Source: an optimization exercise on an open RTL-to-GDS flow (aim: small area, a short achievable clock period and few clock cycles per item). Production flows keep margins and buffers that such runs may drop. Function was checked by simulation only, so behaviour that the tests miss may differ from the original.

## anubis_round_engine
module anubis_round_engine #(
    parameter int ROUNDS = 12,
    parameter int IDXW   = 5
) (
    input  logic            clk,
    input  logic            reset,
    input  logic            in_valid,
    output logic            in_ready,
    input  logic [127:0]    in_dat,
    output logic [IDXW-1:0] rk_idx,
    input  logic [127:0]    rk_dat,
    output logic            out_valid,
    input  logic            out_ready,
    output logic [127:0]    out_dat
);
    function automatic logic [7:0] x2(input logic [7:0] x);
        x2 = {x[6:0], 1'b0} ^ (x[7] ? 8'h1d : 8'h00);
    endfunction
    function automatic logic [7:0] x4(input logic [7:0] x);
        x4 = x2(x2(x));
    endfunction
    function automatic logic [7:0] byte_of(input logic [127:0] v, input int unsigned n);
        byte_of = v[8*(15-n) +: 8];
    endfunction
    function automatic logic [31:0] theta_mix(input logic [31:0] g);
        logic [7:0] g0, g1, g2, g3, d01, d02, d13, d23;
        g0  = g[31:24];
        g1  = g[23:16];
        g2  = g[15:8];
        g3  = g[7:0];
        d01 = g0 ^ g1;
        d02 = g0 ^ g2;
        d13 = g1 ^ g3;
        d23 = g2 ^ g3;
        theta_mix = {x2(d13) ^ x4(d23),
                     x2(d02) ^ x4(d23),
                     x2(d13) ^ x4(d01),
                     x2(d02) ^ x4(d01)};
    endfunction
    logic [127:0] ra, rb;              
    logic         ph;                  
    logic         busy0, busy1;        
    logic [3:0]   rc0, rc1;            
    logic         ld;                  
    logic         mix_en;              
    logic         free;                
    logic         stall;
    logic [127:0] f_vec, g_vec, mix_vec, ra_nxt;
    assign stall   = out_valid & ~out_ready;
    assign in_ready = ld;
    assign out_dat = ra;
    for (genvar n = 0; n < 16; n++) begin : g_sbox
        localparam int unsigned SRC = 4 * (n % 4) + n / 4;
        logic [7:0] x, a, b, c, y;
        assign x = ra[8*(15-SRC) +: 8];
  ...
Size in the first run: roughly 2700 cells after synthesis, roughly 0.025 mm² of cells after synthesis.
==> flow/config.mk <==
export PLATFORM = sky130hd
export DESIGN_NAME = anubis_round_engine
export DESIGN_NICKNAME = anubis_round_engine
export VERILOG_FILES = /design/flow/design.v
export SDC_FILE = /design/flow/constraint.sdc
export NUM_CORES = 4
export LEC_CHECK = 0
export CAP_MARGIN = 20
export CORE_MARGIN = 2
export CORE_UTILIZATION = 50
export CTS_BUF_LIST = sky130_fd_sc_hd__clkbuf_16 sky130_fd_sc_hd__clkbuf_8
export CTS_CLUSTER_DIAMETER = 80
export CTS_CLUSTER_SIZE = 30
export PLACE_DENSITY = 0.6
export SETUP_SLACK_MARGIN = 4.2
export SLEW_MARGIN = 20
==> flow/constraint.sdc <==
create_clock -name core_clock -period 7.0 [get_ports {clk}]
set_input_delay 1.4000 -clock core_clock [delete_from_list [all_inputs] [get_ports {clk}]]
set_output_delay 1.4000 -clock core_clock [all_outputs]
set_load 0.01 [all_outputs]
standard.sh (not shown) runs the stock make flow with config.mk's settings and CLKGATE_MAP_FILE= SYNTH_SCRIPT=/design/flow/synth_recipe.tcl, a recipe that flattens the netlist after the stock synthesis.
==> flow/flow/run.sh <==
#!/bin/bash
# Layout flow:
#  2. the same ORFS synthesis script again, with each module synthesized on its
#     own (the S-box mini-boxes P and Q are small modules) and ABC run with the
#     script in flow/own.abc instead of ORFS's speed script, and no full-adder
#     extraction; its registers must come out identical (names and cell types)
#     to the standard synthesis, else the standard netlist is used;
#  3. the standard layout from floorplan on, with small input-port buffers
#     and buf_2 output-port buffers.
# Each tool's output goes to a log file of its own in this folder.
set -euo pipefail
WORK=$(pwd)
R=$WORK/orfs/results/$FLOW_PLATFORM/anubis_round_engine/base
bash standard.sh synth > synth_std.log 2>&1
cp "$R/1_2_yosys.v" "$WORK/std_synth.v"

# own synthesis
rm -rf "$WORK/own_scripts" "$WORK/own"
cp -r "$FLOW_HOME/scripts" "$WORK/own_scripts"
cp "$WORK/flow/own.abc" "$WORK/own_scripts/abc_speed.script"
make -C "$FLOW_HOME" DESIGN_CONFIG="$WORK/config.mk" WORK_HOME="$WORK/own" \
    CLKGATE_MAP_FILE= SYNTH_SCRIPT="$WORK/synth_recipe.tcl" SCRIPTS_DIR="$WORK/own_scripts" \
    SYNTH_HIERARCHICAL=1 SYNTH_MINIMUM_KEEP_SIZE=0 ADDER_MAP_FILE= synth > synth_own.log 2>&1 || true
OWN=$WORK/own/results/$FLOW_PLATFORM/anubis_round_engine/base/1_2_yosys.v

flops() {
    grep -E '^ *sky130_fd_sc_hd__[a-z0-9_]*(df|dl)[a-z0-9_]* ' "$1" | awk '{print $1, $2}' | sort
}
if [[ -s "$OWN" ]] && flops "$WORK/std_synth.v" > flops_std.txt && flops "$OWN" > flops_own.txt \
    && [[ -s flops_std.txt ]] && cmp -s flops_std.txt flops_own.txt; then
    echo "using own synthesis" > synth_choice.log
    cp "$OWN" "$R/1_2_yosys.v"
    rm -f "$R/1_synth.odb" "$R/1_synth.sdc"
else
    echo "registers differ or own synthesis failed: using the standard synthesis" > synth_choice.log
fi

export PRE_RESIZE_TCL=$WORK/flow/outbuf.tcl
export CTS_ARGS="-sink_clustering_enable -repair_clock_nets -sink_clustering_size 40 -sink_clustering_max_diameter 70 -buf_list {sky130_fd_sc_hd__clkbuf_16} -dont_use_dummy_load"
bash standard.sh BUFFER_PORTS_ARGS="-inputs -buffer_cell sky130_fd_sc_hd__buf_1" finish > layout.log 2>&1
==> flow/flow/outbuf.tcl <==
# Buffer the output ports with a stronger buffer than the input ports get.
buffer_ports -outputs -buffer_cell sky130_fd_sc_hd__buf_2
==> flow/flow/own.abc <==
strash; &get -n; &deepsyn -T 10; &put; strash; &get -n; &dch -f; &nf; &put; topo; stime
The starting point produced a clean layout.
Testbench counts at the start, summed over its fixed seeds: cycles 6,680, items 512.
Rerun with:
--- a/flow/flow/run.sh
+++ b/flow/flow/run.sh
@@ -39 +39 @@
-export CTS_ARGS="-sink_clustering_enable -repair_clock_nets -sink_clustering_size 40 -sink_clustering_max_diameter 70 -buf_list {sky130_fd_sc_hd__clkbuf_16} -dont_use_dummy_load"
+export CTS_ARGS="-sink_clustering_enable -repair_clock_nets -sink_clustering_size 30 -sink_clustering_max_diameter 80 -buf_list {sky130_fd_sc_hd__clkbuf_16 sky130_fd_sc_hd__clkbuf_8} -dont_use_dummy_load"
Settings changed: SETUP_SLACK_MARGIN 4.2 to 4.1.
=> The changed run went through all stages and came out clean; utilization decreases by 0.39 points; die area is unchanged; via count stays flat; hold slack is worse by 4.1 ps.
Rerun with:
--- a/flow/flow/run.sh
+++ b/flow/flow/run.sh
@@ -39 +39 @@
-export CTS_ARGS="-sink_clustering_enable -repair_clock_nets -sink_clustering_size 30 -sink_clustering_max_diameter 80 -buf_list {sky130_fd_sc_hd__clkbuf_16 sky130_fd_sc_hd__clkbuf_8} -dont_use_dummy_load"
+export CTS_ARGS="-sink_clustering_enable -repair_clock_nets -sink_clustering_size 35 -sink_clustering_max_diameter 90 -buf_list {sky130_fd_sc_hd__clkbuf_16} -dont_use_dummy_load"
Settings changed: SETUP_SLACK_MARGIN 4.1 to 4.2.
=>
- The changed run completed with no timing, DRC or antenna violations
- critical path depth does not change
- routed wire length fell slightly
- worst setup slack gets better by 19 ps
- count of clock-buffer cells in the layout fell by 5
Rerun with:
--- a/flow/flow/run.sh
+++ b/flow/flow/run.sh
@@ -39 +39 @@
-export CTS_ARGS="-sink_clustering_enable -repair_clock_nets -sink_clustering_size 35 -sink_clustering_max_diameter 90 -buf_list {sky130_fd_sc_hd__clkbuf_16} -dont_use_dummy_load"
+export CTS_ARGS="-sink_clustering_enable -repair_clock_nets -sink_clustering_size 40 -sink_clustering_max_diameter 100 -buf_list {sky130_fd_sc_hd__clkbuf_16} -dont_use_dummy_load"
Settings changed: CORE_UTILIZATION 50 to 55, PLACE_DENSITY 0.6 to 0.65.
The changed run finished clean.
Global-route usage grows by 2.3 points.
Setup slack improved by 35 ps.
Critical path depth is unchanged.
Die area shrinks by a little under a tenth.
Utilization grows by 5.6 points.
Synthesized area is unchanged.
Routed wire length barely changes.

harbor:
The RTL this note starts from:
==> flow/design.v <==
module anubis_round_engine #(
    parameter int ROUNDS = 12,
    parameter int IDXW   = 5
) (
    input  logic            clk,
    input  logic            reset,
    input  logic            in_valid,
    output logic            in_ready,
    input  logic [127:0]    in_dat,
    output logic [IDXW-1:0] rk_idx,
    input  logic [127:0]    rk_dat,
    output logic            out_valid,
    input  logic            out_ready,
    output logic [127:0]    out_dat
);
    function automatic logic [7:0] x2(input logic [7:0] x);
        x2 = {x[6:0], 1'b0} ^ (x[7] ? 8'h1d : 8'h00);
    endfunction
    function automatic logic [7:0] x4(input logic [7:0] x);
        x4 = x2(x2(x));
    endfunction
    function automatic logic [7:0] byte_of(input logic [127:0] v, input int unsigned n);
        byte_of = v[8*(15-n) +: 8];
    endfunction
    function automatic logic [31:0] theta_mix(input logic [31:0] g);
        logic [7:0] g0, g1, g2, g3, d01, d02, d13, d23;
        g0  = g[31:24];
        g1  = g[23:16];
        g2  = g[15:8];
        g3  = g[7:0];
        d01 = g0 ^ g1;
        d02 = g0 ^ g2;
        d13 = g1 ^ g3;
        d23 = g2 ^ g3;
        theta_mix = {x2(d13) ^ x4(d23),
                     x2(d02) ^ x4(d23),
                     x2(d13) ^ x4(d01),
                     x2(d02) ^ x4(d01)};
    endfunction
    logic [127:0] ra, rb;              
    logic         ph;                  
    logic         busy0, busy1;        
    logic [3:0]   rc0, rc1;            
    logic         ld;                  
    logic         mix_en;              
    logic         free;                
    logic         stall;
    logic [127:0] f_vec, g_vec, mix_vec, ra_nxt;
    assign stall   = out_valid & ~out_ready;
    assign in_ready = ld;
    assign out_dat = ra;
    for (genvar n = 0; n < 16; n++) begin : g_sbox
        localparam int unsigned SRC = 4 * (n % 4) + n / 4;
        logic [7:0] x, a, b, c, y;
        assign x = ra[8*(15-SRC) +: 8];
        anubis_pbox u_p1 (.x(x[7:4]), .y(a[7:4]));
        anubis_qbox u_q1 (.x(x[3:0]), .y(a[3:0]));
        anubis_qbox u_q2 (.x({a[7:6], a[3:2]}), .y(b[7:4]));
        anubis_pbox u_p2 (.x({a[5:4], a[1:0]}), .y(b[3:0]));
        assign f_vec[8*(15-n) +: 8] = {b[7:6], b[3:2], b[5:4], b[1:0]};
        assign c = rb[8*(15-n) +: 8];
        anubis_pbox u_p3 (.x(c[7:4]), .y(y[7:4]));
        anubis_qbox u_q3 (.x(c[3:0]), .y(y[3:0]));
        assign g_vec[8*(15-n) +: 8] = y;
    end
    always_comb begin
        for (int unsigned i = 0; i < 4; i++)
            mix_vec[32*(3-i) +: 32] = theta_mix(g_vec[32*(3-i) +: 32]);
        ra_nxt = (free ? in_dat : g_vec) ^ rk_dat ^ (mix_vec & {128{mix_en}});
    end
    always_ff @(posedge clk) begin
        if (!stall) begin
            ra <= ra_nxt;
            rb <= f_vec;
        end
    end
    logic       nph;
    logic       busy_cur, busy_oth, busy_cur_n;
    logic [3:0] rc_cur, rc_oth, rc_cur_n;
    logic       fin;
    assign rc_cur = ph ? rc1 : rc0;
    assign rc_oth = ph ? rc0 : rc1;
    assign busy_cur = ph ? busy1 : busy0;
    assign busy_oth = ph ? busy0 : busy1;
    always_comb begin
        nph      = ~ph;
        busy_cur_n = busy_cur;
        rc_cur_n = rc_cur;
        fin      = 1'b0;
        if (busy_cur) begin
            if (rc_cur == 4'(ROUNDS)) begin
                busy_cur_n = 1'b0;
                fin        = 1'b1;
            end
            rc_cur_n = rc_cur + 4'd1;
        end else if (ld && in_valid) begin
            busy_cur_n = 1'b1;
            rc_cur_n   = 4'd1;
        end
    end
    always_ff @(posedge clk) begin
        if (reset) begin
            ph        <= 1'b0;
            busy0     <= 1'b0;
            busy1     <= 1'b0;
            rc0       <= 4'd0;
            rc1       <= 4'd0;
            ld        <= 1'b1;
            mix_en    <= 1'b0;
            free      <= 1'b1;
            out_valid <= 1'b0;
            rk_idx    <= '0;
        end else if (!stall) begin
            ph        <= nph;
            if (ph) begin
                rc1   <= rc_cur_n;
                busy1 <= busy_cur_n;
            end else begin
                rc0   <= rc_cur_n;
                busy0 <= busy_cur_n;
            end
            out_valid <= fin;
            ld        <= ~busy_oth & ~fin & ~(ld & in_valid);
            mix_en    <= busy_oth & (rc_oth != 4'(ROUNDS));
            free      <= ~busy_oth;
            rk_idx    <= busy_oth ? IDXW'(rc_oth) : '0;
        end
    end
endmodule
module anubis_pbox (
    input  logic [3:0] x,
    output logic [3:0] y
);
    localparam logic [63:0] T = 64'h128769adcb450ef3;
    assign y = T[4*x +: 4];
endmodule
module anubis_qbox (
    input  logic [3:0] x,
    output logic [3:0] y
);
    localparam logic [63:0] T = 64'h81b7d40fc32a65e9;
    assign y = T[4*x +: 4];
endmodule
==> flow/config.mk <==
export PLATFORM = sky130hd
export DESIGN_NAME = anubis_round_engine
export DESIGN_NICKNAME = anubis_round_engine
export VERILOG_FILES = /design/flow/design.v
export SDC_FILE = /design/flow/constraint.sdc
export NUM_CORES = 4
export LEC_CHECK = 0
export CAP_MARGIN = 20
export CORE_MARGIN = 2
export CORE_UTILIZATION = 50
export CTS_BUF_LIST = sky130_fd_sc_hd__clkbuf_16 sky130_fd_sc_hd__clkbuf_8
export CTS_CLUSTER_DIAMETER = 80
export CTS_CLUSTER_SIZE = 30
export PLACE_DENSITY = 0.6
export SETUP_SLACK_MARGIN = 4.15
export SLEW_MARGIN = 20
==> flow/constraint.sdc <==
create_clock -name core_clock -period 7.0 [get_ports {clk}]
set_input_delay 1.4000 -clock core_clock [delete_from_list [all_inputs] [get_ports {clk}]]
set_output_delay 1.4000 -clock core_clock [all_outputs]
set_load 0.01 [all_outputs]
==> flow/flow/run.sh <==
#!/bin/bash
# Layout flow:
#  2. the same ORFS synthesis script again, with each module synthesized on its
#     own (the S-box mini-boxes P and Q are small modules) and ABC run with the
#     script in flow/own.abc instead of ORFS's speed script, and no full-adder
#     extraction; its registers must come out identical (names and cell types)
#     to the standard synthesis, else the standard netlist is used;
#  3. the standard layout from floorplan on, with small input-port buffers
#     and buf_2 output-port buffers.
# Each tool's output goes to a log file of its own in this folder.
set -euo pipefail
WORK=$(pwd)
R=$WORK/orfs/results/$FLOW_PLATFORM/anubis_round_engine/base
bash standard.sh synth > synth_std.log 2>&1
cp "$R/1_2_yosys.v" "$WORK/std_synth.v"

# own synthesis
rm -rf "$WORK/own_scripts" "$WORK/own"
cp -r "$FLOW_HOME/scripts" "$WORK/own_scripts"
cp "$WORK/flow/own.abc" "$WORK/own_scripts/abc_speed.script"
make -C "$FLOW_HOME" DESIGN_CONFIG="$WORK/config.mk" WORK_HOME="$WORK/own" \
    CLKGATE_MAP_FILE= SYNTH_SCRIPT="$WORK/synth_recipe.tcl" SCRIPTS_DIR="$WORK/own_scripts" \
    SYNTH_HIERARCHICAL=1 SYNTH_MINIMUM_KEEP_SIZE=0 ADDER_MAP_FILE= synth > synth_own.log 2>&1 || true
OWN=$WORK/own/results/$FLOW_PLATFORM/anubis_round_engine/base/1_2_yosys.v

flops() {
    grep -E '^ *sky130_fd_sc_hd__[a-z0-9_]*(df|dl)[a-z0-9_]* ' "$1" | awk '{print $1, $2}' | sort
}
if [[ -s "$OWN" ]] && flops "$WORK/std_synth.v" > flops_std.txt && flops "$OWN" > flops_own.txt \
    && [[ -s flops_std.txt ]] && cmp -s flops_std.txt flops_own.txt; then
    echo "using own synthesis" > synth_choice.log
    cp "$OWN" "$R/1_2_yosys.v"
    rm -f "$R/1_synth.odb" "$R/1_synth.sdc"
else
    echo "registers differ or own synthesis failed: using the standard synthesis" > synth_choice.log
fi

export PRE_RESIZE_TCL=$WORK/flow/outbuf.tcl
bash standard.sh BUFFER_PORTS_ARGS="-inputs -buffer_cell sky130_fd_sc_hd__buf_1" finish > layout.log 2>&1
Scripts as last shown in full above: flow/flow/outbuf.tcl, flow/flow/own.abc
The flow did not stop early for harbor: all stages ran, and the layout cleared the timing, design-rule and antenna checks.
Testbench counts of harbor, summed over its fixed seeds: cycles 6,680, items 512.
### harbor -> yarrow
# harbor
export LEC_CHECK = 0
export CAP_MARGIN = 20
export CORE_MARGIN = 2
export CORE_UTILIZATION = 50
export CTS_BUF_LIST = sky130_fd_sc_hd__clkbuf_16 sky130_fd_sc_hd__clkbuf_8
export CTS_CLUSTER_DIAMETER = 80
export CTS_CLUSTER_SIZE = 30
export PLACE_DENSITY = 0.6
export SETUP_SLACK_MARGIN = 4.15
export SLEW_MARGIN = 20
create_clock -name core_clock -period 7.0 [get_ports {clk}]
# yarrow
export LEC_CHECK = 0
export CAP_MARGIN = 20
export CORE_MARGIN = 2
export CORE_UTILIZATION = 50
export CTS_BUF_LIST = sky130_fd_sc_hd__clkbuf_16 sky130_fd_sc_hd__clkbuf_8
export CTS_CLUSTER_DIAMETER = 80
export CTS_CLUSTER_SIZE = 30
export PLACE_DENSITY = 0.6
export SETUP_SLACK_MARGIN = 4.0
export SLEW_MARGIN = 20
create_clock -name core_clock -period 7.0 [get_ports {clk}]
Results
- Status | yarrow and harbor | clean
- harbor -> yarrow: via count decreased slightly
- Wire length of the first global-routing pass, yarrow and harbor, higher one = harbor.
- [diff] worst slack at placement, yarrow relative to harbor: improvement
- Higher slew at the pin closest to its max-slew limit goes to yarrow over harbor.
- Where finished layout cell area is concerned, harbor is outperformed by yarrow.
- yarrow against harbor: total wire length now smaller.
- Compared with harbor, in yarrow amount of wire on met2 after detailed routing went up, antenna diode instance count went down, clock skew did not really move, maximum fanout encountered on the critical timing path went down.
For zinc, these inputs were changed with respect to yarrow:
# yarrow
export LEC_CHECK = 0
export CAP_MARGIN = 20
export CORE_MARGIN = 2
export CORE_UTILIZATION = 50
export CTS_BUF_LIST = sky130_fd_sc_hd__clkbuf_16 sky130_fd_sc_hd__clkbuf_8
export CTS_CLUSTER_DIAMETER = 80
export CTS_CLUSTER_SIZE = 30
export PLACE_DENSITY = 0.6
export SETUP_SLACK_MARGIN = 4.0
export SLEW_MARGIN = 20
create_clock -name core_clock -period 7.0 [get_ports {clk}]
# zinc
export LEC_CHECK = 0
export CAP_MARGIN = 20
export CORE_MARGIN = 2
export CORE_UTILIZATION = 50
export CTS_BUF_LIST = sky130_fd_sc_hd__clkbuf_16 sky130_fd_sc_hd__clkbuf_8
export CTS_CLUSTER_DIAMETER = 80
export CTS_CLUSTER_SIZE = 30
export PLACE_DENSITY = 0.6
export SETUP_SLACK_MARGIN = 4.2
export SLEW_MARGIN = 20
create_clock -name core_clock -period 7.0 [get_ports {clk}]
--- a/flow/flow/run.sh
+++ b/flow/flow/run.sh
@@ -37,3 +37,4 @@
 
 export PRE_RESIZE_TCL=$WORK/flow/outbuf.tcl
+export CTS_ARGS="-sink_clustering_enable -repair_clock_nets -sink_clustering_size 40 -sink_clustering_max_diameter 100 -buf_list {sky130_fd_sc_hd__clkbuf_16} -dont_use_dummy_load"
 bash standard.sh BUFFER_PORTS_ARGS="-inputs -buffer_cell sky130_fd_sc_hd__buf_1" finish > layout.log 2>&1
Notes after the runs:
zinc ended with less antenna diode count than yarrow. Instance count on the critical path came out lower on zinc than on yarrow. Changes observed in zinc relative to yarrow: sequential portion of the cell area closely matched the old numbers, overall routed net length increased by about 1.3% relative to the old numbers.
Setup changes, zinc to sierra
--- a/flow/flow/run.sh
+++ b/flow/flow/run.sh
@@ -37,4 +37,4 @@
 
 export PRE_RESIZE_TCL=$WORK/flow/outbuf.tcl
-export CTS_ARGS="-sink_clustering_enable -repair_clock_nets -sink_clustering_size 40 -sink_clustering_max_diameter 100 -buf_list {sky130_fd_sc_hd__clkbuf_16} -dont_use_dummy_load"
+export CTS_ARGS="-sink_clustering_enable -repair_clock_nets -sink_clustering_size 30 -sink_clustering_max_diameter 80 -buf_list {sky130_fd_sc_hd__clkbuf_16 sky130_fd_sc_hd__clkbuf_8} -dont_use_dummy_load"
 bash standard.sh BUFFER_PORTS_ARGS="-inputs -buffer_cell sky130_fd_sc_hd__buf_1" finish > layout.log 2>&1
Notes after the runs:
Going from zinc to sierra, the area taken by multi-input logic gates was found to have gone down by about 0.66%. Compared with zinc, sierra shows a lower fmax. zinc → sierra: share of the core filled with cells did not really move; layout clock buffer count went up; final design area excluding fillers did not really move.

port drivers added, routing unchanged:
Ports are ideal in the flow. The routed layouts listed here were re-timed in OpenROAD.
Step 1 sets driving cells, clkbuf_16 on the clock port and buf_2 on the other inputs (assumed; they add their load-dependent delay and slew).
Step 2 adds t to the input delays and takes it off the output delays; t is the mean of the earliest and latest rising clock arrival at the registers after step 1. Input paths then give back, and output paths get back, about the clock's delay inside the block.
Slacks: ideal ports / drivers / drivers and shift; pairs: ideal ports / drivers.
run | t, ns | slack for setup (ns) | hold WS [ns] | worst register clock-pin slew, ns | worst data-port slew with drivers (ns)
the first run of note 1 | 0.627 | 4.252 / 4.192 / 3.697 | 0.465 / 0.465 / 0.465 | 0.07 / 0.07 | 0.05
the second run of note 1 | 0.614 | 4.180 / 4.126 / 3.715 | 0.461 / 0.461 / 0.461 | 0.08 / 0.08 | 0.04
the third run of note 1 | 0.591 | 4.199 / 4.199 / 4.000 | 0.477 / 0.477 / 0.477 | 0.12 / 0.12 | 0.05
the fourth run of note 1 | 0.566 | 4.234 / 4.219 / 3.862 | 0.471 / 0.471 / 0.471 | 0.11 / 0.11 | 0.05
harbor | 0.619 | 4.206 / 4.183 / 3.684 | 0.469 / 0.469 / 0.469 | 0.09 / 0.09 | 0.05
yarrow | 0.637 | 4.105 / 4.105 / 3.603 | 0.472 / 0.472 / 0.472 | 0.11 / 0.11 | 0.05
zinc | 0.577 | 4.269 / 4.206 / 3.760 | 0.471 / 0.471 / 0.471 | 0.12 / 0.12 | 0.05
sierra | 0.592 | 4.202 / 4.178 / 3.981 | 0.467 / 0.467 / 0.467 | 0.10 / 0.10 | 0.05
After both steps every run listed still meets setup and hold. For the first run of note 1, which loses most, drivers alone change the setup slack by -0.060 ns; drivers and shift together by -0.555 ns.
